This is an optimization exercise on Yosys and OpenROAD, whose aim is small area, not a production implementation. The RTL was checked by simulation tests, not by an equivalence proof against the original design. No activity file was given, so power comes from the tool's default toggle rates. The clock port is modelled as an ideal driver; clocking choices that lean on that would not hold on a real chip.

==> design/flow/design.v <==
package tiger_defines;
  localparam int REGNUM_W     = 5;
  localparam int NUM_REGS_DEF = 32;
  localparam int DATA_W       = 32;
  typedef enum logic {
    RF_CLEAR = 1'b0,
    RF_RUN   = 1'b1
  } rf_state_t;
endpackage
module tiger_cell (
  input  logic clk,
  input  logic we,
  input  logic keep,
  input  logic wdata,
  output logic q
);
  always_ff @(posedge clk) q <= ~((q | we) & (wdata | keep));
endmodule
module tiger_row #(
  parameter int DW = tiger_defines::DATA_W
) (
  input  logic          clk,
  input  logic          we,
  input  logic          keep,
  input  logic [DW-1:0] wdata,
  output logic [DW-1:0] q
);
  for (genvar i = 0; i < DW; i++) begin : g_bit
    tiger_cell u_cell (.clk(clk), .we(we), .keep(keep), .wdata(wdata[i]), .q(q[i]));
  end
endmodule
module tiger_aoi3_bit #(
  parameter int K = 3
) (
  input  logic [K-1:0] sel,
  input  logic [K-1:0] data,
  output logic         yn
);
  assign yn = ~|(sel & data);
endmodule
module tiger_aoi3 #(
  parameter int K  = 3,
  parameter int DW = tiger_defines::DATA_W
) (
  input  logic [K-1:0]         sel,
  input  logic [K-1:0][DW-1:0] data,
  output logic [DW-1:0]        yn
);
  for (genvar b = 0; b < DW; b++) begin : g_bit
    logic [K-1:0] d;
    for (genvar i = 0; i < K; i++) begin : g_in
      assign d[i] = data[i][b];
    end
    tiger_aoi3_bit #(.K(K)) u_bit (.sel(sel), .data(d), .yn(yn[b]));
  end
endmodule
module tiger_nandn_bit #(
  parameter int G = 11
) (
  input  logic [G-1:0] gn,
  input  logic         inv,
  output logic         y
);
  assign y = ~&gn ^ inv;
endmodule
module tiger_nandn #(
  parameter int G  = 11,
  parameter int DW = tiger_defines::DATA_W
) (
  input  logic [G-1:0][DW-1:0] gn,
  input  logic                 inv,
  output logic [DW-1:0]        y
);
  for (genvar b = 0; b < DW; b++) begin : g_bit
    logic [G-1:0] g;
    for (genvar i = 0; i < G; i++) begin : g_in
      assign g[i] = gn[i][b];
    end
    tiger_nandn_bit #(.G(G)) u_bit (.gn(g), .inv(inv), .y(y[b]));
  end
endmodule
module tiger_rdmux #(
  parameter int N  = 32,
  parameter int DW = tiger_defines::DATA_W
) (
  input  logic [N-1:0]         sel,
  input  logic [N-1:0][DW-1:0] data,
  input  logic                 inv,
  output logic [DW-1:0]        y
);
  localparam int G3 = N / 3;
  localparam int G  = G3 + N % 3;
  logic [G-1:0][DW-1:0] gn;
  for (genvar g = 0; g < G; g++) begin : g_grp
    localparam int K  = (g < G3) ? 3 : 1;
    localparam int LO = (g < G3) ? 3 * g : 3 * G3 + (g - G3);
    tiger_aoi3 #(.K(K), .DW(DW)) u_aoi (
      .sel(sel[LO +: K]), .data(data[LO +: K]), .yn(gn[g])
    );
  end
  tiger_nandn #(.G(G), .DW(DW)) u_or (.gn(gn), .inv(inv), .y(y));
endmodule
module tiger_regfile #(
  parameter int NUM_REGS = tiger_defines::NUM_REGS_DEF
) (
  input  logic                clk,
  input  logic                reset,
  input  logic                stall,
  input  logic [tiger_defines::REGNUM_W-1:0] readRegNumA,
  input  logic [tiger_defines::REGNUM_W-1:0] readRegNumB,
  input  logic [tiger_defines::REGNUM_W-1:0] readCopNum,
  input  logic                writeRegEn,
  input  logic                writeRegEnCop,
  input  logic [tiger_defines::REGNUM_W-1:0] writeRegNum,
  input  logic [tiger_defines::DATA_W-1:0]   writeRegData,
  output logic [tiger_defines::DATA_W-1:0]   regDataA,
  output logic [tiger_defines::DATA_W-1:0]   regDataB,
  output logic [tiger_defines::DATA_W-1:0]   copData,
  output logic                initBusy
);
  localparam int DW = tiger_defines::DATA_W;
  localparam int AW = tiger_defines::REGNUM_W;
  tiger_defines::rf_state_t state;
  logic [AW-1:0]  clear_idx;
  logic           clearing;
  assign clearing = (state == tiger_defines::RF_CLEAR);
  assign initBusy = clearing;
  logic phase;
  always_ff @(posedge clk) begin
    if (reset) phase <= 1'b0;
    else       phase <= ~phase;
  end
  always_ff @(posedge clk) begin
    if (reset) begin
      state     <= tiger_defines::RF_CLEAR;
      clear_idx <= '0;
    end else if (clearing) begin
      clear_idx <= clear_idx + 1'b1;
      if (clear_idx == AW'(NUM_REGS - 1)) state <= tiger_defines::RF_RUN;
    end
  end
  logic [NUM_REGS-1:0] gpr_we, cop_we;
  logic [DW-1:0]       bank_wdata;
  assign bank_wdata = (writeRegData & {DW{~clearing}}) ^ {DW{phase}};
  always_comb begin
    for (int r = 0; r < NUM_REGS; r++) begin
      gpr_we[r] = clearing | (!reset && writeRegEn    && writeRegNum == AW'(r));
      cop_we[r] = clearing | (!reset && writeRegEnCop && writeRegNum == AW'(r));
    end
  end
  logic [NUM_REGS-1:0][DW-1:0] gpr_q, cop_q;
  assign gpr_q[0] = '0;
  for (genvar r = 1; r < NUM_REGS; r++) begin : g_gpr
    tiger_row #(.DW(DW)) u_row (
      .clk(clk), .we(gpr_we[r]), .keep(~gpr_we[r]), .wdata(bank_wdata), .q(gpr_q[r])
    );
  end
  for (genvar r = 0; r < NUM_REGS; r++) begin : g_cop
    tiger_row #(.DW(DW)) u_row (
      .clk(clk), .we(cop_we[r]), .keep(~cop_we[r]), .wdata(bank_wdata), .q(cop_q[r])
    );
  end
  logic zero, load, hold, inv_a, inv_b, inv_c;
  assign zero   = reset | clearing;
  assign load   = !zero && !stall;
  assign hold   = !zero && stall;
  assign inv_a  = load && phase && readRegNumA != '0;
  assign inv_b  = load && phase && readRegNumB != '0;
  assign inv_c  = load && phase;
  logic [NUM_REGS-1:0] sel_a, sel_b, sel_c;
  always_comb begin
    for (int r = 0; r < NUM_REGS; r++) begin
      sel_a[r] = load && readRegNumA == AW'(r);
      sel_b[r] = load && readRegNumB == AW'(r);
      sel_c[r] = load && readCopNum  == AW'(r);
    end
    sel_a[0] = hold;    
    sel_b[0] = hold;
  end
  logic [DW-1:0] nxt_a, nxt_b, nxt_c;
  tiger_rdmux #(.N(NUM_REGS), .DW(DW)) u_mux_a (
    .sel(sel_a), .data({gpr_q[NUM_REGS-1:1], regDataA}), .inv(inv_a), .y(nxt_a)
  );
  tiger_rdmux #(.N(NUM_REGS), .DW(DW)) u_mux_b (
    .sel(sel_b), .data({gpr_q[NUM_REGS-1:1], regDataB}), .inv(inv_b), .y(nxt_b)
  );
  tiger_rdmux #(.N(NUM_REGS + 1), .DW(DW)) u_mux_c (
    .sel({sel_c, hold}), .data({cop_q, copData}), .inv(inv_c), .y(nxt_c)
  );
  always_ff @(posedge clk) begin
    regDataA <= nxt_a;
    regDataB <= nxt_b;
    copData  <= nxt_c;
  end
endmodule
==> design/flow/run.sh <==
#!/bin/bash
# synth_recipe.tcl (not shown) runs the flow's synth.tcl, then flattens the netlist and writes it again
# the make line also repeats each setting of config.mk as NAME=value (left out here)
make -C /OpenROAD-flow-scripts/flow DESIGN_CONFIG=/design/flow/config.mk WORK_HOME=/design/flow/orfs CLKGATE_MAP_FILE= SYNTH_SCRIPT=/design/flow/synth_recipe.tcl finish
==> design/flow/config.mk <==
export PLATFORM = sky130hd
export DESIGN_NAME = tiger_regfile
export DESIGN_NICKNAME = tiger_regfile
export VERILOG_FILES = /design/flow/design.v
export SDC_FILE = /design/flow/constraint.sdc
export NUM_CORES = 4
export LEC_CHECK = 0
export CAP_MARGIN = 20
export CORE_MARGIN = 2
export CORE_UTILIZATION = 40
export CTS_CLUSTER_DIAMETER = 150
export CTS_CLUSTER_SIZE = 26
export SLEW_MARGIN = 20
export SYNTH_HIERARCHICAL = 1
==> design/flow/constraint.sdc <==
create_clock -name core_clock -period 5.0 [get_ports {clk}]
set_input_delay 1.0000 -clock core_clock [delete_from_list [all_inputs] [get_ports {clk}]]
set_output_delay 1.0000 -clock core_clock [all_outputs]
set_load 0.01 [all_outputs]
==> results.sh, run 1 <==
export IMPL_io_buffers=153
export IMPL_timing_fmax_mhz=246.1
export IMPL_place_gp_congestion=0.9040
export IMPL_fp_dieW_um=426.5
export IMPL_io_pins=154
export IMPL_crit_path_frequent_cell="buf_4"
export IMPL_syn2layout_area_growth_pct=15.39
export IMPL_clockRootBuffer="clkbuf_16"
export IMPL_num_rows=155
export IMPL_rsz0062_at_grt="false"
export IMPL_clock_path_buffers=3
export IMPL_finalSetupViolations=0
export IMPL_layout_cells_non_filler=9074
export IMPL_max_slew_margin=0.1767
export IMPL_critPathArrivalTime_ns=4.71
export IMPL_end_kind="flip-flop"
export IMPL_synth_edf_count=0
export IMPL_worst_pin_slew_ns=1.232
export IMPL_postCtsSetupBuffers=0
export IMPL_cp_cell_sequence="clkdlybuf4s50_1 -> buf_4 -> nor4b_2 -> nand2b_1 -> nor2_2 -> buf_4 -> a222oi_1 -> nand4_1 -> nor3_2 -> xnor2_1"
export IMPL_wl_per_cell_um=36.79
export IMPL_cts_tree="yes"
export IMPL_grt_pass1_wl_mm=472.2
export IMPL_skew_ns=0.02734
export IMPL_synth_area_per_cell_um2=11.58
export IMPL_hp_class="reg2reg"
export IMPL_drt_iter0_drc=14020
export IMPL_start_kind="input port"
export IMPL_yosysSeqAreaShare=0.5942
export IMPL_drt_wl_total_mm=333.8
export IMPL_worst_ep_required_time_ns=5.65
export IMPL_fill_cells=16380
export IMPL_core_area_mm2=0.1778
export IMPL_cts_hold_buf=0
export IMPL_via_per_inst=7.757
export IMPL_drtAntennaViolNets=0
export IMPL_worstSetupPathType="in2reg"
export IMPL_h_tree_depth=3
export IMPL_hold_path_depth=1
export IMPL_overflow=0
export IMPL_numClockSinks=2119
export IMPL_finalCriticalPeriod_ns=4.063
export IMPL_grt_max_degree=65
export IMPL_crit_fanout=26
export IMPL_synth_cells=6164
export IMPL_post_route_drc_count=0
export IMPL_finalHoldViolCount=0
export IMPL_maxCapViolCount=0
export IMPL_synth_area_mm2=0.07139
export IMPL_slowest_delay_ns=0.85
export IMPL_grt_total_usage=0.3496
export IMPL_power_density_mw_per_mm2=352.7
export IMPL_die_area_mm2=0.1819
export IMPL_antenna_found_initial=19
export IMPL_path_clk_slew_ns=0.11
export IMPL_nets=6762
export IMPL_drt_pass1_iterations=12
export IMPL_ys_warn_count=8
export IMPL_irDropWorstVdd_mv=0.3007
export IMPL_leakage_uw=0.02810
export IMPL_slew_violations=0
export IMPL_drive_above_1_share=0.1113
export IMPL_ys_flop_type="dfxtp_1"
export IMPL_reg2reg_depth=10
export IMPL_initial_core_util=0.4014
export IMPL_synth_cell_types=33
export IMPL_syn_num_nets=6223
export IMPL_fp_dieH_um=426.5
export IMPL_ys_ff_latch=2119
export IMPL_num_vias=70390
export IMPL_async_flop_share=0
export IMPL_clk_latency_ns=0.79
export IMPL_finalCritPeriodShare=0.8127
export IMPL_critical_path_slowest_cell="nand4_1"
export IMPL_dp_cells=8965
export IMPL_cts_inserted_buffers=91
export IMPL_setup_tns_final_ns=0
export IMPL_grt_pass1_vias=65160
export IMPL_outcome="complete, no violations"
export IMPL_cts_resized=0
export IMPL_post_dp_hpwl_mm=194.4
==> stage by stage <==
stage | utilization | area (um^2) | hold slack (ns) | worst slack, ns | power (uW)
4_1_cts | 0.4631 | 82360 | 0.4490 | 1.192 | 28980
3_5_place_dp | 0.4494 | 79930 | 0.4358 | 0.3633 | 20530
6_report | 0.4632 | 82380 | 0.4475 | 0.9366 | 29050
2_1_floorplan | - | 71410 | 0.4206 | 0.01089 | 19930
3_3_place_gp | 0.4494 | 79930 | 0.4279 | 0.3868 | 20430
5_1_grt | 0.4632 | 82380 | 0.4557 | 0.9452 | 29880
==> cell usage in the layout, fill, tap and decap left out, types with 5 or more instances in the layout <==
master           count
inv_1                5
nand4_1            257
nor2b_1              5
a222oi_1           992
diode_2              9
nand2_1            178
nor2_4              27
xnor2_1             97
nand3b_1             8
nor2_1              13
nand3_1             44
o21a_2               9
clkdlybuf4s50_1    153
buf_12              46
o21ai_2             30
nor2_2              61
o21a_1              50
o22ai_1           2016
xnor2_2             32
nand2b_1            18
dfxtp_1           2117
o21ai_4             33
clkbuf_16           92
buf_4              292
nor3_2             102
==> registers in the layout, summed over array words and instances (netlist names) <==
| register | count |
|---|---|
| g_cop.u_row.g_bit.u_cell.q | 1024 |
| g_gpr.u_row.g_bit.u_cell.q | 992 |
| copData | 32 |
| regDataA | 32 |
| regDataB | 32 |
| clear_idx | 5 |
| phase | 1 |
| state | 1 |
==> final cells by class <==
cell class / count / area [um^2] / area share
Clock buffer: 93 / 2306 / 0.02799
Clock inverter: 7 / 127.6 / 0.001549
Inverter: 5 / 18.77 / 0.0002278
Sequential cell: 2119 / 42430 / 0.5150
Multi-Input combinational cell: 3995 / 29890 / 0.3628
Antenna cell: 9 / 22.52 / 0.0002734
Tap cell: 2355 / 2947 / 0.03577
Timing Repair Buffer: 491 / 4644 / 0.05638
==> synth_stat cells, types with 2 or more instances <==
cell      count  share of area
buf_2        15         0.0011
clkbuf_1     24         0.0013
nor2b_1       5        0.00044
nand2b_1     18         0.0016
buf_1         3        0.00016
nor3_1        6        0.00042
a222oi_1    992           0.14
ha_1          2        0.00035
dfxtp_1    2119           0.59
mux2i_1       2        0.00028
xor2_1        2        0.00025
o21ai_0      57         0.0040
o21ai_1       6        0.00042
nor2_1      101         0.0053
nand2_1     178         0.0094
nor4b_2       4        0.00084
o21a_1       59         0.0062
o41a_1        2        0.00032
inv_1         5        0.00026
nand4_1     257          0.023
or2_2         3        0.00026
and4bb_2      3        0.00053
nand3b_1      8        0.00084
nor3_2       96          0.013
buf_6         3        0.00047
nand3_1      44         0.0031
o22ai_1    2016           0.18
xnor2_1     129          0.016
==> kinds of logic after synthesis <==
logic type	after synthesis	share of synthesized area
adder cells (fa/ha/maj)	2	0.0003505
multiplexers	2	0.0002804
XOR/XNOR	131	0.01607
AO/OA/AOI/OAI	3132	0.3267
flip-flops	2119	0.5942
AND/OR/NAND/NOR	728	0.05924
buffers and inverters	50	0.003207
==> path summary, 6_finish.rpt <==
kind | slack [ns] | endpoint | start
setup reg to reg | 1.26 | copData[27] | state
hold / removal | 0.45 | g_cop[0].u_row.g_bit[27].u_cell.q | g_cop[0].u_row.g_bit[27].u_cell.q
setup / recovery | 0.94 | regDataB[18] | reset
hold reg to reg | 0.45 | g_cop[0].u_row.g_bit[27].u_cell.q | g_cop[0].u_row.g_bit[27].u_cell.q
==> where the power goes <==
group,leakage [uW],switching (uW),internal (uW)
sequential,0.0178,798,18100
combinational,0.00913,866,476
clock,0.00119,5460,3360
==> modules after synthesis (local to each module, per instance), excerpt <==
module	cells	area, um^2	times used	flops+latches
tiger_cell	2	26.28	2016	1
tiger_regfile	532	4449	1	103
==> critical path, delay by kind of cell <==
family,cells,cell delay (ns)
buffers and inverters,3,1.32
XOR/XNOR,1,0.10
AND/OR/NAND/NOR,5,1.67
AO/OA/AOI/OAI,1,0.59
==> routing by layer <==
layer / vias up / track usage / part of all wire
li1: 28780 / - / -
met5: - / 0 / 0.000099
met4: 8 / 0.2970 / 0.10
met3: 1227 / 0.07012 / 0.12
met2: 5611 / 0.5250 / 0.43
met1: 34770 / 0.4301 / 0.35
==> run 2, diff against run 1 <==
--- a/design/flow/config.mk
+++ b/design/flow/config.mk
@@ -9,3 +9,3 @@
 export CORE_MARGIN = 2
-export CORE_UTILIZATION = 40
+export CORE_UTILIZATION = 50
 export CTS_CLUSTER_DIAMETER = 150
==> run 2 against run 1 <==
Still clean; combinational power is essentially flat; setup slack got worse by 0.15 ns; critical endpoint is now copData[27]; clock power is 0.9% lower; highest routed layer unchanged; synthesized cell count stayed put.
==> results.sh, run 2 <==
export IMPL_worstSetupPathType="in2reg"
export IMPL_pre_cts_slack_ns=0.2404
export IMPL_skew_ns=0.03194
export IMPL_finalCritPeriodShare=0.8427
export IMPL_num_rows=138
export IMPL_post_route_util=0.5750
export IMPL_synth_top_cell_area_share=0.5942
export IMPL_finalHoldViolCount=0
export IMPL_nets=6738
export IMPL_hp_class="reg2reg"
export IMPL_slew_violations=0
export IMPL_critPathLaunch="reset"
export IMPL_fp_dieH_um=381.9
export IMPL_ys_warn_count=8
export IMPL_ys_top_cells_by_area="dfxtp_1 (59%), o22ai_1 (18%), a222oi_1 (14%), nand4_1 (2.3%), xnor2_1 (1.6%)"
export IMPL_max_slew_margin=0.1901
export IMPL_synth_area_per_cell_um2=11.58
export IMPL_power_density_mw_per_mm2=355.8
export IMPL_postPlaceCellArea_mm2=0.07895
export IMPL_drive_above_1_share=0.1068
export IMPL_leakage_uw=0.02794
export IMPL_irDropWorstVdd_mv=0.3302
export IMPL_yosysSeqAreaShare=0.5942
export IMPL_met2_length_mm=138.7
export IMPL_reg2reg_depth=9
export IMPL_synth_commonest_cells="dfxtp_1 (2,119), o22ai_1 (2,016), a222oi_1 (992)"
export IMPL_start_kind="input port"
export IMPL_antenna_found_initial=8
export IMPL_p_total_uw=28970
export IMPL_clock_path_buffers=3
export IMPL_stdcell_area_mm2=0.08141
export IMPL_timing_fmax_mhz=237.3
export IMPL_worst_pin_slew_ns=1.212
export IMPL_post_route_drc_count=0
export IMPL_setup_slack_ns=0.7864
export IMPL_drtAntennaViolNets=0
export IMPL_syn2layout_area_growth_pct=14.03
export IMPL_numClockSinks=2119
export IMPL_overflow=0
export IMPL_path_clk_slew_ns=0.10
export IMPL_synth_area_mm2=0.07139
export IMPL_clk_latency_ns=0.79
export IMPL_critPathArrivalTime_ns=4.86
export IMPL_wl_per_cell_um=37.83
export IMPL_outcome="complete, no violations"
export IMPL_cts_hold_buf=0
export IMPL_rsz0062_at_grt="false"
export IMPL_num_vias=69540
export IMPL_cts_tree="yes"
export IMPL_grt_max_degree=152
export IMPL_h_tree_depth=3
export IMPL_post_dp_hpwl_mm=189.2
export IMPL_die_area_mm2=0.1458
export IMPL_cts_resized=0
export IMPL_drt_wl_total_mm=324.5
export IMPL_grt_total_usage=0.4236
export IMPL_core_area_mm2=0.1416
export IMPL_top_layer_used="met5"
export IMPL_syn_num_nets=6223
export IMPL_postCtsSetupBuffers=0
export IMPL_drt_iter0_drc=13420
export IMPL_finalCriticalPeriod_ns=4.214
export IMPL_cts_inserted_buffers=91
export IMPL_mostFrequentLayoutCell="dfxtp_1"
export IMPL_most_common_layout_cells="dfxtp_1 (2,117), o22ai_1 (2,016), a222oi_1 (992)"
export IMPL_ys_flop_type="dfxtp_1"
export IMPL_worst_ep_required_time_ns=5.65
export IMPL_crit_fanout=28
export IMPL_finalSetupViolations=0
export IMPL_io_pins=154
export IMPL_synth_cell_types=33
export IMPL_fp_dieW_um=381.9
export IMPL_place_gp_congestion=0.9710
export IMPL_regMostFlops="g_cop.u_row.g_bit.u_cell.q"
export IMPL_critPathCapture="copData[27]"
export IMPL_synth_cells=6164
export IMPL_via_per_inst=8.105
export IMPL_initial_core_util=0.5042
export IMPL_grt_pass1_vias=64070
export IMPL_routed_wl_met3_mm=34.33
export IMPL_wl_met1_mm=114.9
export IMPL_synth_top_area_cell="dfxtp_1"
export IMPL_reg2reg_slack_ns=1.26
export IMPL_reg2reg_to="copData[27]"
export IMPL_reg_top3="g_cop.u_row.g_bit.u_cell.q: 1024 flops, g_gpr.u_row.g_bit.u_cell.q: 992 flops"
export IMPL_clockRootBuffer="clkbuf_16"
export IMPL_async_flop_share=0
export IMPL_io_buffers=153
export IMPL_r2r_start="state"
export IMPL_ys_ff_latch=2119
export IMPL_synth_edf_count=0
export IMPL_end_kind="flip-flop"
export IMPL_largest_reg_flops=1024
export IMPL_setup_tns_final_ns=0
export IMPL_yosysMostFrequentCell="dfxtp_1"
export IMPL_maxCapViolCount=0
export IMPL_drt_pass1_iterations=17
export IMPL_grt_pass1_wl_mm=459.7
-- run 2: cell counts after synthesis --
No cell type changed its count.
-- run 2: how the worst min path moves through the flow --
stage                                  startpoint                            endpoint  slack [ns]  depth (start not counted)
2_1_floorplan   g_cop[11].u_row.g_bit[0].u_cell.q   g_cop[11].u_row.g_bit[0].u_cell.q        0.42                          1
3_3_place_gp   g_cop[26].u_row.g_bit[23].u_cell.q  g_cop[26].u_row.g_bit[23].u_cell.q        0.43                          1
3_5_place_dp   g_cop[17].u_row.g_bit[22].u_cell.q  g_cop[17].u_row.g_bit[22].u_cell.q        0.44                          1
4_1_cts        g_cop[18].u_row.g_bit[20].u_cell.q  g_cop[18].u_row.g_bit[20].u_cell.q        0.45                          1
5_1_grt        g_cop[26].u_row.g_bit[19].u_cell.q  g_cop[26].u_row.g_bit[19].u_cell.q        0.46                          1
6_report       g_cop[18].u_row.g_bit[20].u_cell.q  g_cop[18].u_row.g_bit[20].u_cell.q        0.45                          1
-- run 2: cell families after synthesis --
family | Yosys count | share of synthesized area
mux | 2 | 0.0002804
xor+xnor | 131 | 0.01607
fa+ha+maj | 2 | 0.0003505
simple gates | 728 | 0.05924
buf+inv | 50 | 0.003207
compound gates | 3132 | 0.3267
flops | 2119 | 0.5942
-- run 2: per-module statistics from Yosys (local to each module, per instance), excerpt --
| module | copies in the design | cell area, um^2 | cells inside |
|---|---|---|---|
| tiger_regfile | 1 | 4449 | 532 |
| tiger_cell | 2016 | 26.28 | 2 |
-- run 2: routing by layer --
layer,track usage,vias to the layer above
met1,0.5188,34350
met4,0.3931,6
met5,0,-
met3,0.07615,1241
li1,-,28690
met2,0.6317,5258
-- run 2: where the power goes --
group	leakage, uW	internal (uW)	switching (uW)
sequential	0.0178	18100	775
combinational	0.00897	480	880
clock	0.00119	3360	5390
-- run 2: stage by stage --
step / cells / hold slack (ns)
final: 8580 / 0.4463
after global routing: 8578 / 0.4566
after CTS: 8576 / 0.4501
after detailed placement: 8476 / 0.4358
after global placement: 8476 / 0.4279
after floorplan: 6164 / 0.4206
-- run 2: cell type report --
| class | instances | area (um^2) |
|---|---|---|
| fill | 12180 | 60170 |
| sequential | 2119 | 42430 |
| multi-input combinational | 3995 | 29880 |
| timing repair buffer | 467 | 4277 |
| tap | 1890 | 2365 |
| clock buffer | 93 | 2306 |
| clock inverter | 7 | 131.4 |
| inverter | 5 | 18.77 |
| antenna | 4 | 10.01 |
-- run 2: critical path, cell delays in order --
cell and delay (ns):
clkdlybuf4s50_1 0.77, nor4b_2 0.12, buf_4 0.21, nand3b_1 0.35
nor2_2 0.15, buf_12 0.20, a222oi_1 0.79, nand4_1 0.76
nor3_2 0.37, xnor2_1 0.09
==> run 3, diff against run 2 <==
==> design/flow/flow/run.sh (new file) <==
#!/bin/bash
# Standard ORFS layout (the standard.sh, standard synthesis unchanged) with two changes:
#  - port buffers use the smallest buffer cell instead of the default choice;
#  - clock tree synthesis without dummy loads, with larger sink clusters.
set -euo pipefail
export BUFFER_PORTS_ARGS="-buffer_cell sky130_fd_sc_hd__buf_1"
export CTS_ARGS="-sink_clustering_enable -repair_clock_nets -dont_use_dummy_load -sink_clustering_size 30 -sink_clustering_max_diameter 150"
bash standard.sh > standard.log 2>&1
==> design/flow/standard.sh (new file) <==
#!/bin/bash
# synth_recipe.tcl (not shown) runs the flow's synth.tcl, then flattens the netlist and writes it again
# the make line also repeats each setting of config.mk as NAME=value (left out here)
make -C /OpenROAD-flow-scripts/flow DESIGN_CONFIG=/design/flow/config.mk WORK_HOME=/design/flow/orfs CLKGATE_MAP_FILE= SYNTH_SCRIPT=/design/flow/synth_recipe.tcl "${@:-finish}"
--- a/design/flow/config.mk
+++ b/design/flow/config.mk
@@ -11,3 +11,3 @@
 export CTS_CLUSTER_DIAMETER = 150
-export CTS_CLUSTER_SIZE = 26
+export CTS_CLUSTER_SIZE = 30
 export SLEW_MARGIN = 20
removed: design/flow/run.sh
==> run 3 against run 2 <==
Die area did not move; clock skew increased by 0.018 ns; first-iteration DRC count rose by 9.3%; setup slack better by 0.081 ns; largest power group unchanged; largest cell class unchanged; core utilization is 1.2 points lower; critical path depth shrank 1; clock power is 7.5% lower; sequential power about the same; sequential share of layout area grew 1.1 points; still clean; routed wire length is 0.89% higher; synthesized cell count stayed put.
==> results.sh, run 3 <==
export IMPL_outcome="complete, no violations"
export IMPL_cp_buffers_inverters=2
export IMPL_synth_simple_gate_area_share=0.05924
export IMPL_cp_cell_sequence="buf_1 -> and4bb_2 -> nand2_1 -> nor2_2 -> buf_4 -> a222oi_1 -> nand4_1 -> nor3_2 -> xnor2_1"
export IMPL_syn2layout_area_growth_pct=11.75
export IMPL_dp_cells=8451
export IMPL_synth_area_mm2=0.07139
export IMPL_slew_violations=0
export IMPL_hp_start="g_cop[6].u_row.g_bit[2].u_cell.q"
export IMPL_synth_edf_count=0
export IMPL_critical_path_slowest_cell="buf_1"
export IMPL_cts_hold_buf=0
export IMPL_worstSetupPathType="in2reg"
export IMPL_hp_class="reg2reg"
export IMPL_grt_pass1_wl_mm=462.4
export IMPL_finalCritPeriodShare=0.8264
export IMPL_postCtsSetupBuffers=0
export IMPL_cts_resized=0
export IMPL_nets=6705
export IMPL_reg2reg_depth=8
export IMPL_io_buffers=153
export IMPL_hold_path_endpoint="g_cop[6].u_row.g_bit[2].u_cell.q"
export IMPL_fp_dieH_um=381.9
export IMPL_yosysSeqAreaShare=0.5942
export IMPL_num_vias=69640
export IMPL_initial_core_util=0.5042
export IMPL_antenna_found_initial=10
export IMPL_synth_cell_types=33
export IMPL_synthMuxAreaShare=0.0002804
export IMPL_clockRootBuffer="clkbuf_16"
export IMPL_finalSetupViolations=0
export IMPL_grt_max_degree=120
export IMPL_clk_latency_ns=0.76
export IMPL_yosysMostFrequentCell="dfxtp_1"
export IMPL_drt_pass1_iterations=13
export IMPL_ys_ff_latch=2119
export IMPL_post_route_drc_count=0
export IMPL_synth_xor_area_share=0.01607
export IMPL_skew_ns=0.04983
export IMPL_grt_total_usage=0.4276
export IMPL_rsz0062_at_grt="false"
export IMPL_h_tree_depth=3
export IMPL_power_density_mw_per_mm2=354.4
export IMPL_ys_warn_count=8
export IMPL_io_pins=154
export IMPL_drtAntennaViolNets=0
export IMPL_fp_dieW_um=381.9
export IMPL_drive_above_1_share=0.1014
export IMPL_postPlaceCellArea_mm2=0.07767
export IMPL_irDropWorstVdd_mv=0.3836
export IMPL_hold_path_depth=1
export IMPL_stdcell_area_mm2=0.07978
export IMPL_regMostFlops="g_cop.u_row.g_bit.u_cell.q"
export IMPL_finalHoldViolCount=0
export IMPL_setup_tns_final_ns=0
export IMPL_num_rows=138
export IMPL_ys_flop_type="dfxtp_1"
export IMPL_hold_slack_ns=0.4458
export IMPL_reg2reg_slack_ns=1.33
export IMPL_post_dp_hpwl_mm=187.3
export IMPL_reg_top3="g_cop.u_row.g_bit.u_cell.q: 1024 flops, g_gpr.u_row.g_bit.u_cell.q: 992 flops"
export IMPL_core_area_mm2=0.1416
export IMPL_crit_fanout=25
export IMPL_finalCriticalPeriod_ns=4.132
export IMPL_wl_per_cell_um=38.32
export IMPL_via_per_inst=8.151
export IMPL_async_flop_share=0
export IMPL_place_gp_congestion=1.075
export IMPL_synth_area_per_cell_um2=11.58
export IMPL_end_kind="flip-flop"
export IMPL_synth_top_area_cell="dfxtp_1"
export IMPL_numClockSinks=2119
export IMPL_r2r_start="state"
export IMPL_worst_pin_slew_ns=1.336
export IMPL_start_kind="input port"
export IMPL_drt_wl_total_mm=327.4
export IMPL_p_total_uw=28280
export IMPL_die_area_mm2=0.1458
export IMPL_layout_cells_non_filler=8544
export IMPL_reg2reg_to="copData[29]"
export IMPL_cts_tree="yes"
export IMPL_synth_commonest_cells="dfxtp_1 (2,119), o22ai_1 (2,016), a222oi_1 (992)"
export IMPL_worst_ep_required_time_ns=5.63
export IMPL_ys_top_cells_by_area="dfxtp_1 (59%), o22ai_1 (18%), a222oi_1 (14%), nand4_1 (2.3%), xnor2_1 (1.6%)"
export IMPL_max_slew_margin=0.1069
export IMPL_clock_path_buffers=3
export IMPL_slowest_delay_ns=0.78
export IMPL_cts_inserted_buffers=80
export IMPL_most_common_layout_cells="dfxtp_1 (2,117), o22ai_1 (2,016), a222oi_1 (992)"
export IMPL_worst_path_dominant_cell_family="simple AND/OR/NAND/NOR gates"
export IMPL_leakage_uw=0.02724
export IMPL_largest_reg_flops=1024
export IMPL_maxCapViolCount=0
export IMPL_overflow=0
export IMPL_synth_top_cell_area_share=0.5942
export IMPL_critPathArrivalTime_ns=4.76
export IMPL_path_clk_slew_ns=0.11
export IMPL_synth_compound_area_frac=0.3267
export IMPL_synth_fa_ha_area_frac=0.0003505
export IMPL_synth_cells=6164
export IMPL_drt_iter0_drc=14670
export IMPL_mostFrequentLayoutCell="dfxtp_1"
export IMPL_timing_fmax_mhz=242.0
export IMPL_synth_top_family_by_area="compound AO/OA/AOI/OAI gates"
export IMPL_grt_pass1_vias=64840
export IMPL_syn_num_nets=6223
run 3: cell counts after synthesis:
No cell type changed its count.
run 3: per-stage QoR:
step / util / setup WS, ns
floorplan: - / 0.01089
global route: 0.5633 / 1.012
detailed placement: 0.5486 / 0.3145
CTS: 0.5627 / 1.132
finish: 0.5635 / 0.8678
global placement: 0.5486 / 0.3418
run 3: worst reg2reg max path, stage by stage (launching register included):
cell and delay [ns]:
dfxtp_4 0.58, nor4b_2 0.48, nand3b_1 0.33, nor2_2 0.88, buf_4 0.40, a222oi_1 0.11
nand4_1 0.52, nor3_2 0.11, xnor2_1 0.15
run 3: report_power, final:
part	total [uW]	internal, uW	switching [uW]
Sequential	18900	18100	790
Combinational	1310	446	859
Clock	8090	2910	5180
run 3: kinds of logic after synthesis:
family,Yosys count
flip-flops,2119
AO/OA/AOI/OAI,3132
adder cells (fa/ha/maj),2
buffers and inverters,50
XOR/XNOR,131
AND/OR/NAND/NOR,728
multiplexers,2
run 3: area by class of cell:
type	instances	area, um^2
Clock buffer	80	2002
Multi-Input combinational cell	3995	29930
Tap cell	1890	2365
Timing Repair Buffer	445	3014
Sequential cell	2119	42430
Fill cell	12320	61810
Antenna cell	10	25.02
Inverter	5	18.77
run 3: modules after synthesis (local to each module, per instance), a selection:
| module | cells inside | copies in the design | area, um^2 | flops+latches |
|---|---|---|---|---|
| tiger_cell | 2 | 2016 | 26.28 | 1 |
| tiger_regfile | 532 | 1 | 4449 | 103 |
run 3: worst max path at each step:
stage | to | start | slack [ns] | depth (start not counted)
after floorplan | copData[0] | reset | 0.01 | 7
after global placement | copData[22] | reset | 0.34 | 9
after detailed placement | copData[22] | reset | 0.31 | 9
after CTS | copData[22] | reset | 1.13 | 9
after global routing | copData[29] | reset | 1.01 | 9
final | copData[22] | reset | 0.87 | 9
run 3: routing by layer:
| metal | global-route usage | wire, um |
|---|---|---|
| met1 | 0.5182 | 114600 |
| met2 | 0.6359 | 140000 |
| met3 | 0.1022 | 38660 |
| met4 | 0.3731 | 33960 |
| met5 | 0 | 174 |

separate check: timing with driven ports:
The flow's constraints put no driver on any port. The routed layouts listed below were extracted and timed again, unchanged, in two steps. Step 1 assumes that a clkbuf_16 drives the clock port and a buf_2 every other input. Step 2 adds t to the input delays and takes it off the output delays; t is the mean of the earliest and latest rising clock arrival at the registers after step 1. Input paths then give back, and output paths get back, about the clock's delay inside the block. a / b / c = no drivers / after step 1 / after step 2; a / b = the first two.
| run | shift t [ns] | setup WS [ns] | slew at the worst register clock pin (ns) | cell pins on the clock port's net |
|---|---|---|---|---|
| run 1 | 0.868 | 0.937 / 0.924 / 0.056 | 0.11 / 0.11 | 1 |
| run 2 | 0.847 | 0.786 / 0.838 / -0.009 | 0.11 / 0.11 | 1 |
| run 3 | 0.816 | 0.868 / 0.915 / 0.099 | 0.12 / 0.12 | 1 |
Met with ideal ports but missed after step 2: setup timing in run 2. The setup slack of run 1, which loses most, moves by -0.013 ns with the drivers and by -0.881 ns with both steps.
